This design comes from an exercise in tuning for small area, a short achievable clock period and few clock cycles per item on the open sky130 flow, not from production work. Where RTL was checked, it was by simulation tests only, not by an equivalence proof against the original. Power is estimated from default activity; no workload was simulated.

==> module vdc_out, before the edit <==
module vdc_out (
    input  wire logic                 i_clk,
    input  wire logic                 i_rst_n,
    input  wire logic                 i_load,
    input  wire logic [FUNC_W-1:0]    i_op,
    input  wire logic [OPD_W-1:0]     i_opd,
    input  wire logic                 i_period_we,   
    input  wire logic [PERIOD_W-1:0]  i_period,
    output      logic                 o_busy,
    output      logic                 o_rotate,   
    output      logic [SEG_W-1:0]     o_seg,
    output      logic [DUTY_W-1:0]    o_duty,
    output      logic [VAL_W-1:0]     o_value,
    output      logic [PERIOD_W-1:0]  o_compare
);
    logic [VAL_W-1:0]  r_value;
    logic              r_toggle;
    logic [DUTY_W-1:0] r_duty;
    logic [SEG_W-1:0]  r_seg;      
    logic [PERIOD_W:0] r_q;
    logic [PERIOD_W-1:0] r_qp;
    logic [6:0]        r_rem;
    logic [5:0]        w_a;
    logic [4:0]        w_b;
    logic              w_ge1;
    logic [VAL_W-1:0]  w_avg_val;
    assign w_a       = i_opd[10:5];
    assign w_b       = i_opd[4:0];
    assign w_ge1     = w_a[5] || (w_b >= ~w_a[4:0]);
    assign w_avg_val = (w_a == 6'd31 && w_b == 5'd31) ? 7'd33 : VAL_W'(w_a) + VAL_W'(w_ge1);
    logic [1:0]        w_mode;
    logic [DUTY_W-1:0] w_lv;
    logic              w_lv_zero, w_lv_full;
    assign w_mode    = i_opd[9:8];
    assign w_lv      = i_opd[DUTY_W-1:0];
    assign w_lv_zero = (w_lv == 7'd0);
    assign w_lv_full = (w_lv >= 7'd100);
    logic w_sw, w_set0, w_setp, w_start;
    assign w_sw    = i_load && (i_op == FUNC_SWITCH);
    assign w_set0  = w_sw && (w_mode == 2'd0 || (w_mode == 2'd2 && w_lv_zero));
    assign w_setp  = w_sw && (w_mode == 2'd1 || (w_mode == 2'd2 && w_lv_full));
    assign w_start = i_period_we || (w_sw && w_mode == 2'd2 && !w_lv_zero && !w_lv_full);
    always_ff @(posedge i_clk) begin
        if (!i_rst_n) begin
            r_value  <= '0;
            r_toggle <= 1'b0;
            r_duty   <= '0;
            r_seg    <= '0;
        end else if (i_load) begin
            case (i_op)
                FUNC_SAMPLE: r_value <= w_avg_val;
                FUNC_REFRESH: begin
                    r_toggle <= !r_toggle;
                    r_seg    <= vdc_pkg::refresh_seg(r_toggle, r_value);
                end
                FUNC_SWITCH: case (w_mode)
                    2'd0: r_duty <= 7'd0;
                    2'd1: r_duty <= 7'd100;
                    2'd2: begin
                        r_duty  <= w_lv_full ? 7'd100 : w_lv;
                        r_value <= w_lv;
                    end
                    default: ;
                endcase
                default: ;
            endcase
        end
    end
    logic [8:0] w_t;
    logic [1:0] w_k;
    logic [8:0] w_rem;
    logic [1:0] r_kq;
    logic       w_step;
    assign o_busy   = !r_q[PERIOD_W];
    assign w_step   = o_busy && !r_q[PERIOD_W-1];
    assign o_rotate = w_step;
    assign w_t      = {1'b0, r_rem, 1'b0} + (i_period[PERIOD_W-1] ? {2'b00, r_duty} : 9'd0);
    always_comb begin
        if (w_t >= 9'd200) begin
            w_k   = 2'd2;
            w_rem = w_t - 9'd200;
        end else if (w_t >= 9'd100) begin
            w_k   = 2'd1;
            w_rem = w_t - 9'd100;
        end else begin
            w_k   = 2'd0;
            w_rem = w_t;
        end
    end
    always_ff @(posedge i_clk) begin
        if (!i_rst_n) begin
            r_q <= {1'b1, {PERIOD_W{1'b0}}};
        end else if (w_start) begin
            r_q <= '0;
        end else if (w_set0) begin
            r_q <= {1'b1, {PERIOD_W{1'b0}}};
        end else if (w_setp) begin
            r_q <= {1'b1, i_period};
        end else if (o_busy) begin
            case (r_kq)
                2'd3:    r_q <= 17'd1;
                2'd2:    r_q <= {r_qp, 1'b0};
                default: r_q <= {r_q[PERIOD_W-1:0], r_kq[0]};
            endcase
        end
    end
    always_ff @(posedge i_clk) begin
        if (o_busy) begin
            case (r_kq)
                2'd3:    r_qp <= 16'd2;
                2'd0:    r_qp <= {r_q[PERIOD_W-2:0], 1'b1};
                default: r_qp <= {r_qp[PERIOD_W-2:0], r_kq[1]};
            endcase
        end
    end
    always_ff @(posedge i_clk) begin
        if (w_start) begin
            r_kq  <= 2'd3;
            r_rem <= '0;
        end else if (w_step) begin
            r_kq  <= w_k;
            r_rem <= w_rem[6:0];
        end
    end
    assign o_seg     = r_seg;
    assign o_duty    = r_duty;
    assign o_value   = r_value;
    assign o_compare = r_q[PERIOD_W-1:0];
endmodule
==> flow/config.mk <==
export PLATFORM = sky130hd
export DESIGN_NAME = voltmeter_display_controller_core
export DESIGN_NICKNAME = voltmeter_display_controller_core
export VERILOG_FILES = /design/flow/design.v
export SDC_FILE = /design/flow/constraint.sdc
export NUM_CORES = 4
export LEC_CHECK = 0
export ABC_CLOCK_PERIOD_IN_PS = 2000
export CAP_MARGIN = 20
export CORE_MARGIN = 2
export CORE_UTILIZATION = 40
export CTS_BUF_LIST = sky130_fd_sc_hd__clkbuf_4 sky130_fd_sc_hd__clkbuf_8
export CTS_CLUSTER_DIAMETER = 60
export CTS_CLUSTER_SIZE = 40
export SLEW_MARGIN = 20
==> flow/constraint.sdc <==
create_clock -name core_clock -period 8.0 [get_ports {i_clk}]
set_input_delay 1.6000 -clock core_clock [delete_from_list [all_inputs] [get_ports {i_clk}]]
set_output_delay 1.6000 -clock core_clock [all_outputs]
set_load 0.01 [all_outputs]
standard.sh (not shown) runs the stock make flow with config.mk's settings and CLKGATE_MAP_FILE= SYNTH_SCRIPT=/design/flow/synth_recipe.tcl, a recipe that flattens the netlist after the stock synthesis.
==> flow/flow/run.sh <==
#!/bin/bash
# Standard layout, with the port buffers made from buf_2 cells instead of the
# default choice, and timing repair aiming further below the clock period.
set -euo pipefail
export BUFFER_PORTS_ARGS="-buffer_cell sky130_fd_sc_hd__buf_2"
export SETUP_SLACK_MARGIN=5
bash standard.sh > standard.log 2>&1
Testbench counts at the start, summed over its fixed seeds: cycles 17,484, items 16,046.
==> next run, changes <==
--- a/flow/design.v
+++ b/flow/design.v
@@ -410,13 +410,13 @@
     assign w_lv_zero = (w_lv == 7'd0);
     assign w_lv_full = (w_lv >= 7'd100);
     logic w_sw, w_set0, w_setp, w_start;
     assign w_sw    = i_load && (i_op == FUNC_SWITCH);
     assign w_set0  = w_sw && (w_mode == 2'd0 || (w_mode == 2'd2 && w_lv_zero));
     assign w_setp  = w_sw && (w_mode == 2'd1 || (w_mode == 2'd2 && w_lv_full));
-    assign w_start = i_period_we || (w_sw && w_mode == 2'd2 && !w_lv_zero && !w_lv_full);
+    assign w_start = (i_period_we && r_duty != 7'd0) || (w_sw && w_mode == 2'd2 && !w_lv_zero && !w_lv_full);
     always_ff @(posedge i_clk) begin
         if (!i_rst_n) begin
             r_value  <= '0;
             r_toggle <= 1'b0;
             r_duty   <= '0;
             r_seg    <= '0;
@@ -468,31 +468,25 @@
             r_q <= '0;
         end else if (w_set0) begin
             r_q <= {1'b1, {PERIOD_W{1'b0}}};
         end else if (w_setp) begin
             r_q <= {1'b1, i_period};
         end else if (o_busy) begin
-            case (r_kq)
-                2'd3:    r_q <= 17'd1;
-                2'd2:    r_q <= {r_qp, 1'b0};
-                default: r_q <= {r_q[PERIOD_W-1:0], r_kq[0]};
-            endcase
+            r_q <= r_kq[1] ? {r_qp, 1'b0} : {r_q[PERIOD_W-1:0], r_kq[0]};
         end
     end
     always_ff @(posedge i_clk) begin
-        if (o_busy) begin
-            case (r_kq)
-                2'd3:    r_qp <= 16'd2;
-                2'd0:    r_qp <= {r_q[PERIOD_W-2:0], 1'b1};
-                default: r_qp <= {r_qp[PERIOD_W-2:0], r_kq[1]};
-            endcase
+        if (w_start) begin
+            r_qp <= 16'd1;
+        end else if (o_busy) begin
+            r_qp <= (r_kq == 2'd0) ? {r_q[PERIOD_W-2:0], 1'b1} : {r_qp[PERIOD_W-2:0], r_kq[1]};
         end
     end
     always_ff @(posedge i_clk) begin
         if (w_start) begin
-            r_kq  <= 2'd3;
+            r_kq  <= 2'd1;
             r_rem <= '0;
         end else if (w_step) begin
             r_kq  <= w_k;
             r_rem <= w_rem[6:0];
         end
     end
=> The new run ran to the end with no violations. Clock power increases by 15%. Setup slack loses 93 ps. Wire length decreases by 2.9%. Cell count increases by 2.7%. Synthesized area decreases by 2.0%. Worst hold slack loses 8.1 ps. Total power increases by 16%.
The RTL of the second run of this note was laid out without a check of its function.

---

run K:
Another version of the RTL of voltmeter_display_controller_core (not shown whole).
Size in the first run: roughly 1100 cells after synthesis, roughly 150 flip-flops, about 81 I/O pins, about 9400 µm² of cells after synthesis.
==> module vdc_out, before the edit <==
module vdc_out (
    input  wire logic                 i_clk,
    input  wire logic                 i_rst_n,
    input  wire logic                 i_load,
    input  wire logic [FUNC_W-1:0]    i_op,
    input  wire logic [OPD_W-1:0]     i_opd,
    input  wire logic                 i_period_we,   
    input  wire logic [PERIOD_W-1:0]  i_period,
    output      logic                 o_busy,
    output      logic                 o_rotate,   
    output      logic [SEG_W-1:0]     o_seg,
    output      logic [DUTY_W-1:0]    o_duty,
    output      logic [VAL_W-1:0]     o_value,
    output      logic [PERIOD_W-1:0]  o_compare
);
    logic [VAL_W-1:0]  r_value;
    logic              r_toggle;
    logic [DUTY_W-1:0] r_duty;
    logic [SEG_W-1:0]  r_seg;      
    logic [PERIOD_W:0] r_q;
    logic [6:0]        r_rem;
    logic [5:0]        w_a;
    logic [4:0]        w_b;
    logic              w_ge1;
    logic [VAL_W-1:0]  w_avg_val;
    assign w_a       = i_opd[10:5];
    assign w_b       = i_opd[4:0];
    assign w_ge1     = w_a[5] || (w_b >= ~w_a[4:0]);
    assign w_avg_val = (w_a == 6'd31 && w_b == 5'd31) ? 7'd33 : VAL_W'(w_a) + VAL_W'(w_ge1);
    logic [1:0]        w_mode;
    logic [DUTY_W-1:0] w_lv;
    logic              w_lv_zero, w_lv_full;
    assign w_mode    = i_opd[9:8];
    assign w_lv      = i_opd[DUTY_W-1:0];
    assign w_lv_zero = (w_lv == 7'd0);
    assign w_lv_full = (w_lv >= 7'd100);
    logic w_sw, w_set0, w_setp, w_start;
    assign w_sw    = i_load && (i_op == FUNC_SWITCH);
    assign w_set0  = w_sw && (w_mode == 2'd0 || (w_mode == 2'd2 && w_lv_zero));
    assign w_setp  = w_sw && (w_mode == 2'd1 || (w_mode == 2'd2 && w_lv_full));
    assign w_start = (i_period_we && r_duty != 7'd0) || (w_sw && w_mode == 2'd2 && !w_lv_zero && !w_lv_full);
    always_ff @(posedge i_clk) begin
        if (!i_rst_n) begin
            r_value  <= '0;
            r_toggle <= 1'b0;
            r_duty   <= '0;
            r_seg    <= '0;
        end else if (i_load) begin
            case (i_op)
                FUNC_SAMPLE: r_value <= w_avg_val;
                FUNC_REFRESH: begin
                    r_toggle <= !r_toggle;
                    r_seg    <= vdc_pkg::refresh_seg(r_toggle, r_value);
                end
                FUNC_SWITCH: case (w_mode)
                    2'd0: r_duty <= 7'd0;
                    2'd1: r_duty <= 7'd100;
                    2'd2: begin
                        r_duty  <= w_lv_full ? 7'd100 : w_lv;
                        r_value <= w_lv;
                    end
                    default: ;
                endcase
                default: ;
            endcase
        end
    end
    logic [8:0] w_t;
    logic [1:0] w_k;
    logic [8:0] w_rem;
    logic [1:0] r_kq;
    logic [PERIOD_W-1:0] w_inc;      
    always_comb begin
        for (int i = 0; i < PERIOD_W; i++)
            w_inc[i] = r_kq[1] && (&(r_q[PERIOD_W-1:0] | (16'hffff << i)));
    end
    logic       w_step;
    assign o_busy   = !r_q[PERIOD_W];
    assign w_step   = o_busy && !r_q[PERIOD_W-1];
    assign o_rotate = w_step;
    assign w_t      = {1'b0, r_rem, 1'b0} + (i_period[PERIOD_W-1] ? {2'b00, r_duty} : 9'd0);
    always_comb begin
        if (w_t >= 9'd200) begin
            w_k   = 2'd2;
            w_rem = w_t - 9'd200;
        end else if (w_t >= 9'd100) begin
            w_k   = 2'd1;
            w_rem = w_t - 9'd100;
        end else begin
            w_k   = 2'd0;
            w_rem = w_t;
        end
    end
    always_ff @(posedge i_clk) begin
        if (!i_rst_n) begin
            r_q <= {1'b1, {PERIOD_W{1'b0}}};
        end else if (w_start) begin
            r_q <= '0;      
        end else if (w_set0) begin
            r_q <= {1'b1, {PERIOD_W{1'b0}}};
        end else if (w_setp) begin
            r_q <= {1'b1, i_period};
        end else if (o_busy) begin
            r_q <= {r_q[PERIOD_W-1:0] ^ w_inc, r_kq[0]};
        end
    end
    always_ff @(posedge i_clk) begin
        if (w_start) begin
            r_kq  <= 2'd1;
            r_rem <= '0;
        end else if (w_step) begin
            r_kq  <= w_k;
            r_rem <= w_rem[6:0];
        end
    end
    assign o_seg     = r_seg;
    assign o_duty    = r_duty;
    assign o_value   = r_value;
    assign o_compare = r_q[PERIOD_W-1:0];
endmodule
export LEC_CHECK = 0
export ABC_CLOCK_PERIOD_IN_PS = 2000
export CAP_MARGIN = 20
export CORE_MARGIN = 2
export CORE_UTILIZATION = 40
export CTS_BUF_LIST = sky130_fd_sc_hd__clkbuf_4 sky130_fd_sc_hd__clkbuf_8
export CTS_CLUSTER_DIAMETER = 60
export CTS_CLUSTER_SIZE = 40
export SLEW_MARGIN = 20
create_clock -name core_clock -period 8.0 [get_ports {i_clk}]
Scripts as last shown in full above: flow/flow/run.sh
Testbench counts of run K, summed over its fixed seeds: cycles 17,396, items 16,046.
What run H does differently from run K at the input level:
diff --git a/flow/design.v b/flow/design.v
--- a/flow/design.v
+++ b/flow/design.v
@@ -389,12 +389,13 @@
 );
     logic [VAL_W-1:0]  r_value;
     logic              r_toggle;
     logic [DUTY_W-1:0] r_duty;
     logic [SEG_W-1:0]  r_seg;      
     logic [PERIOD_W:0] r_q;
+    logic [PERIOD_W-1:0] r_qp;
     logic [6:0]        r_rem;
     logic [5:0]        w_a;
     logic [4:0]        w_b;
     logic              w_ge1;
     logic [VAL_W-1:0]  w_avg_val;
     assign w_a       = i_opd[10:5];
@@ -436,58 +437,66 @@
                     default: ;
                 endcase
                 default: ;
             endcase
         end
     end
-    logic [8:0] w_t;
     logic [1:0] w_k;
-    logic [8:0] w_rem;
+    logic [6:0] w_rem;
     logic [1:0] r_kq;
-    logic [PERIOD_W-1:0] w_inc;      
-    always_comb begin
-        for (int i = 0; i < PERIOD_W; i++)
-            w_inc[i] = r_kq[1] && (&(r_q[PERIOD_W-1:0] | (16'hffff << i)));
-    end
     logic       w_step;
     assign o_busy   = !r_q[PERIOD_W];
     assign w_step   = o_busy && !r_q[PERIOD_W-1];
     assign o_rotate = w_step;
-    assign w_t      = {1'b0, r_rem, 1'b0} + (i_period[PERIOD_W-1] ? {2'b00, r_duty} : 9'd0);
+    logic [8:0] w_t1;
+    logic [1:0] w_k0, w_k1;
+    logic [6:0] w_rem0, w_rem1;
+    assign w_t1   = {1'b0, r_rem, 1'b0} + {2'b00, r_duty};
+    assign w_k0   = {1'b0, r_rem >= 7'd50};
+    assign w_rem0 = (r_rem >= 7'd50) ? 7'({r_rem, 1'b0} - 8'd100) : 7'({r_rem, 1'b0});
     always_comb begin
-        if (w_t >= 9'd200) begin
-            w_k   = 2'd2;
-            w_rem = w_t - 9'd200;
-        end else if (w_t >= 9'd100) begin
-            w_k   = 2'd1;
-            w_rem = w_t - 9'd100;
+        if (w_t1 >= 9'd200) begin
+            w_k1   = 2'd2;
+            w_rem1 = 7'(w_t1 - 9'd200);
+        end else if (w_t1 >= 9'd100) begin
+            w_k1   = 2'd1;
+            w_rem1 = 7'(w_t1 - 9'd100);
         end else begin
-            w_k   = 2'd0;
-            w_rem = w_t;
+            w_k1   = 2'd0;
+            w_rem1 = 7'(w_t1);
         end
     end
+    assign w_k   = i_period[PERIOD_W-1] ? w_k1   : w_k0;
+    assign w_rem = i_period[PERIOD_W-1] ? w_rem1 : w_rem0;
     always_ff @(posedge i_clk) begin
         if (!i_rst_n) begin
             r_q <= {1'b1, {PERIOD_W{1'b0}}};
         end else if (w_start) begin
-            r_q <= '0;      
+            r_q <= '0;
         end else if (w_set0) begin
             r_q <= {1'b1, {PERIOD_W{1'b0}}};
         end else if (w_setp) begin
             r_q <= {1'b1, i_period};
         end else if (o_busy) begin
-            r_q <= {r_q[PERIOD_W-1:0] ^ w_inc, r_kq[0]};
+            r_q <= r_kq[1] ? {r_qp, 1'b0} : {r_q[PERIOD_W-1:0], r_kq[0]};
+        end
+    end
+    always_ff @(posedge i_clk) begin
+        if (w_start) begin
+            r_qp <= 16'd1;
+        end else if (o_busy) begin
+            r_qp <= (r_kq == 2'd0) ? {r_q[PERIOD_W-2:0], 1'b1} : {r_qp[PERIOD_W-2:0], r_kq[1]};
         end
     end
     always_ff @(posedge i_clk) begin
         if (w_start) begin
             r_kq  <= 2'd1;
             r_rem <= '0;
         end else if (w_step) begin
             r_kq  <= w_k;
-            r_rem <= w_rem[6:0];
+            r_rem <= w_rem;
         end
     end
     assign o_seg     = r_seg;
     assign o_duty    = r_duty;
     assign o_value   = r_value;
     assign o_compare = r_q[PERIOD_W-1:0];
Results
Relative to run K, the y dimension of the die measured on run H has increased by a few percent.
Comparing run H and run K, total length of routed met3 wires is higher on run H.
On final area, run K beats run H.
In the flow results for run H and run K, the met1 demand-to-capacity share in global routing is smaller on run K.
Comparing fmax for run H and run K, the smaller number came from run K.
Compare run H and run K | share of layout cells above drive strength 1 higher: run K
In the reports for run H and run K, the larger post-detailed-routing wire length belongs to run H.
u_out.r_q[5]$_SDFFE_PP0P_ as the critical path endpoint was reported by run H, and u_out.r_rem[5]$_SDFFE_PP0P_ by run K.
Taking run K as the reference, in run H final weighted congestion in routability-driven placement barely changed, sum of buffers and inverters on the critical path now larger, total leakage power has increased, number of ordinary inverters in the final layout shrank by 3.0%.
Between run H and run K, the difference in global-route met3 utilization is negligible.
No functional check of the RTL was part of run H.

afterwards: timing with drivers on the ports:
The flow's constraints put no driver on any port. The routed layouts listed below were extracted and timed again, unchanged, in two steps. Step 1 assumes that a clkbuf_16 drives the clock port and a buf_2 every other input. Step 2 also shifts input and output timing later by t, the mid clock arrival at the registers, as if the neighbouring blocks saw the same clock. Three values: ideal ports, drivers, drivers and shift; two values: the first two.
| run | t (ns) | setup slack, ns | worst setup path after step 2 | slew at the worst register clock pin (ns) |
|---|---|---|---|---|
| the first run of note 1 | 0.486 | 5.074 / 5.066 / 4.660 | input to register | 0.10 / 0.10 |
| the second run of note 1 | 0.486 | 4.981 / 4.946 / 4.578 | input to register | 0.10 / 0.10 |
| run K | 0.490 | 5.045 / 5.040 / 4.627 | input to register | 0.09 / 0.09 |
| run H | 0.489 | 5.072 / 5.030 / 4.608 | input to register | 0.09 / 0.09 |
After both steps setup and hold are still met in every run listed. The setup slack of run H, which loses most, moves by -0.042 ns with the drivers and by -0.464 ns with both steps.
